Background: an optimization exercise with open tools, aiming at small area. Do not read the settings as production practice.
The RTL was checked by simulation tests, not by an equivalence proof against the original design.
Power is estimated from default activity; no workload was simulated.

the baseline:
Design pwm_timing_param_calc, start of the top module:
module pwm_timing_param_calc (
   input  logic         clock,
   input  logic         reset,
   input  logic         req_start,
   output logic         busy,
   input  logic [6:0]   req_percent,
   output logic         rsp_valid,
   output logic [2:0]   rsp_div_code,
   output logic [7:0]   rsp_prescale_code,
   output logic [15:0]  rsp_period_code,
   output logic [15:0]  rsp_duty_code,
   output logic         rsp_duty_zero,
   output logic [1:0]   rsp_status,
   input  logic         csr_valid,
   output logic         csr_ready,
   input  logic [0:0]   csr_index,
   input  logic [31:0]  csr_wdata
);
   localparam logic [31:0] CLK_HZ_RESET = 32'd200000000;
   localparam logic [31:0] PERIOD_RESET = 32'd50000;
   localparam logic [23:0] D_CYC  = 24'd3906250;    
   localparam logic [23:0] D_FULL = 24'd65535;
   localparam logic [23:0] D_PCT  = 24'd100;
   localparam logic [3:0] S_IDLE   = 4'd0;
   localparam logic [3:0] S_DONE   = 4'd1;
   localparam logic [3:0] S_MULC   = 4'd2;    
   localparam logic [3:0] S_MULP   = 4'd3;    
   localparam logic [3:0] S_DIVD1  = 4'd4;    
   localparam logic [3:0] S_DIVK   = 4'd5;    
   localparam logic [3:0] S_DIV100 = 4'd6;    
   localparam logic [3:0] S_DIVPRE = 4'd7;    
   localparam logic [3:0] S_FIT    = 4'd8;    
   localparam logic [3:0] S_CLRM   = 4'd9;    
   localparam logic [3:0] S_CLRP   = 4'd10;   
  ...
Size: roughly 1,100 cells after synthesis, ~170 flip-flops, roughly 9600 sq um of cells after synthesis.
export LEC_CHECK = 0
export CAP_MARGIN = 20
export CORE_MARGIN = 2
export CORE_UTILIZATION = 40
export SLEW_MARGIN = 20
create_clock -name core_clock -period 8.0 [get_ports {clock}]
run.sh (not shown) runs the stock make flow with config.mk's settings and CLKGATE_MAP_FILE= SYNTH_SCRIPT=/design/flow/synth_recipe.tcl, a recipe that flattens the netlist after the stock synthesis.
#### Input delta (the candidate over the baseline)
diff --git a/flow/design.v b/flow/design.v
--- a/flow/design.v
+++ b/flow/design.v
@@ -56,36 +56,31 @@
    logic        is_pre;
    logic        sub;
    logic        c9;
    logic [23:0] dsel;
    logic [31:0] m_in;
    logic [32:0] a_in;
    logic [32:0] b_in;
    logic [32:0] sum;
-   logic        co1, co2;    
-   logic        cy1, cy2;    
-   logic [1:0]  phs;         
-   logic        step;        
    logic        fit;
    logic        fit_stop;
    logic        last;
    logic        rz;
    logic        bin;
    logic [16:0] dec;      
    logic        uf8;
    logic        sat8;
    logic        sat16;
    assign idle   = (state == S_IDLE) || (state == S_DONE);
    assign accept = idle && req_start;
    assign bad    = (req_percent > 7'd100);
    assign fit = !(w[33] && (c != 3'd7)) && (w[32:24] == 9'd0)
                 && !((w[23:8] == 16'hffff) && (w[7:0] != 8'd0));
    assign fit_stop = fit || (c == 3'd7);
-   assign step = (phs == 2'd2);
    always_comb begin
       case (state)
          S_MULC:  last = (cnt == {3'b101, c});
          S_MULP:  last = (cnt == 6'd31);
          default: last = (cnt == 6'd39);
       endcase
    end
    assign div_mode = (state == S_DIVD1) || (state == S_DIVK) ||
@@ -103,28 +98,17 @@
          S_DIV100: dsel = D_PCT;
          default:  dsel = {16'd0, code};
       endcase
    end
    assign c9 = sub ^ is_pre;
    assign a_in = div_mode ? w[62:30] : {1'b0, w[63:32]};
    assign b_in = div_mode ? {dsel ^ {24{sub}}, {9{c9}}}
                           : ((w[0] && add_en) ? {1'b0, m_in} : 33'd0);
-   always_comb begin
-      logic cb;
-      cb = div_mode && c9;
-      for (int i = 0; i < 33; i++) begin
-         if (i == 11) cb = cy1;
-         if (i == 22) cb = cy2;
-         sum[i] = a_in[i] ^ b_in[i] ^ cb;
-         cb     = (a_in[i] & b_in[i]) | (cb & (a_in[i] ^ b_in[i]));
-         if (i == 10) co1 = cb;
-         if (i == 21) co2 = cb;
-      end
-   end
+   assign sum  = a_in + b_in + {32'd0, div_mode && c9};
    assign rz    = (w[55:41] == 15'd0) && (w[63] == w[40]);
    assign bin   = (state == S_LOAD) && (phase == PH_A) ? rz : 1'b1;
    assign dec   = {1'b0, w[15:0]} - {16'd0, bin};
    assign uf8   = (w[7:0] == 8'd0) && bin;
    assign sat16 = (w[39:16] != 24'd0);
    assign sat8  = sat16 || (w[15:8] != 8'd0);
    always_ff @(posedge clock) begin
       if (reset) begin
@@ -136,61 +120,54 @@
             if (csr_index == 1'b0) clk_hz <= csr_wdata;
             else                   period <= csr_wdata;
          end
          if (accept) begin
             state <= bad ? S_DONE : S_MULC;
          end else begin
             case (state)
                S_DONE:   state <= S_IDLE;
-               S_MULC:   if (step && last) state <= S_DIVD1;
-               S_MULP:   if (step && last) state <= S_DIV100;
-               S_DIVD1:  if (step && last) state <= (phase == PH_A) ? S_FIT : S_CLRP;
-               S_DIVK:   if (step && last) state <= S_LOAD;
-               S_DIV100: if (step && last) state <= S_CLRM;
-               S_DIVPRE: if (step && last) state <= (phase == PH_C) ? S_DONE : S_LOAD;
-               S_FIT:    if (step && fit_stop) state <= S_DIVK;
+               S_MULC:   if (last) state <= S_DIVD1;
+               S_MULP:   if (last) state <= S_DIV100;
+               S_DIVD1:  if (last) state <= (phase == PH_A) ? S_FIT : S_CLRP;
+               S_DIVK:   if (last) state <= S_LOAD;
+               S_DIV100: if (last) state <= S_CLRM;
+               S_DIVPRE: if (last) state <= (phase == PH_C) ? S_DONE : S_LOAD;
+               S_FIT:    if (fit_stop) state <= S_DIVK;
                S_CLRM:   state <= S_MULC;
                S_CLRP:   state <= S_DIVPRE;
                S_LOAD:   state <= (phase == PH_A) ? S_MULP : S_MULC;
                default:  state <= S_IDLE;
             endcase
          end
       end
       if (accept || (state == S_LOAD)) begin
          w <= {32'd0, period};
       end else if ((state == S_CLRM) || (state == S_CLRP) ||
-                   ((state == S_FIT) && fit_stop && step)) begin
+                   ((state == S_FIT) && fit_stop)) begin
          w <= {32'd0, w[31:0]};
-      end else if (div_mode && step) begin
+      end else if (div_mode) begin
          w <= {sum, w[29:0], !sum[32]};
-      end else if (mul_mode && step) begin
+      end else if (mul_mode) begin
          w <= {sum, w[31:1]};
       end
-      cy1 <= co1;
-      cy2 <= co2;
-      if (div_mode || mul_mode || (state == S_FIT)) begin
-         phs <= step ? 2'd0 : phs + 2'd1;
-      end else begin
-         phs <= 2'd0;
-      end
       if (div_mode || (state == S_MULC) || (state == S_MULP)) begin
-         if (step) cnt <= last ? 6'd0 : cnt + 6'd1;
+         cnt <= last ? 6'd0 : cnt + 6'd1;
       end else begin
          cnt <= 6'd0;
       end
       if (accept) begin
          phase   <= PH_A;
          c       <= 3'd0;
          code    <= 8'd0;
          range_f <= 1'b0;
          bad_f   <= bad;
          aux     <= bad ? 16'd0 : {9'd0, req_percent};
       end else begin
-         if ((state == S_FIT) && step) begin
+         if (state == S_FIT) begin
             if (fit_stop) range_f <= range_f || !fit;
             else          c <= c + 3'd1;
          end
          if (state == S_LOAD) begin
             if (phase == PH_A) begin
                code    <= sat8 ? 8'hff : (uf8 ? 8'h00 : dec[7:0]);
                range_f <= range_f || (uf8 && !sat8);
                phase   <= PH_B;
Notes after the runs:
- Going from the baseline to the candidate, final-layout clock buffer total rose 1, power drawn by the combinational cells fell 65%, detailed-routed wire length on met3 rose about 7%, gate count of the mapped netlist rose 200, xor-xnor portion of the synthesized cell area rose 1.8 points.
- Higher number of DRC violations after detailed-routing iteration 0 goes to the candidate over the baseline.
- Going from the baseline to the candidate, buffers plus inverters on the worst setup path fell 3; top fanout value on the critical path lower; met3 capacity usage during global routing now smaller; utilization shows a reduction of 0.58 points; post-synthesis net count saw an increase.
- As of the candidate, final area had risen by a few percent compared to the baseline.
- The candidate reports its kind of critical path as flip-flop to output port while the baseline reports flip-flop to flip-flop.

==> separate check: timing with driven ports <==
The results above use ideal ports. As a check the final layouts listed here were re-extracted and re-timed, cells and wires unchanged. Step 1, drivers: a clkbuf_16 drives clock and a buf_2 each remaining input, both assumed. Step 2, shift: input delay + t, output delay - t, t = (earliest + latest rising clock arrival at the registers) / 2. This alone moves slack from input paths to output paths. a / b / c = no drivers / after step 1 / after step 2; a / b = the first two.
run | t, ns | slack for setup (ns) | slew at the worst register clock pin (ns)
the baseline | 0.479 | 1.155 / 1.155 / 1.155 | 0.08 / 0.08
the candidate | 0.486 | 2.335 / 2.285 / 2.757 | 0.08 / 0.08
After both steps setup and hold are still met in every run listed.
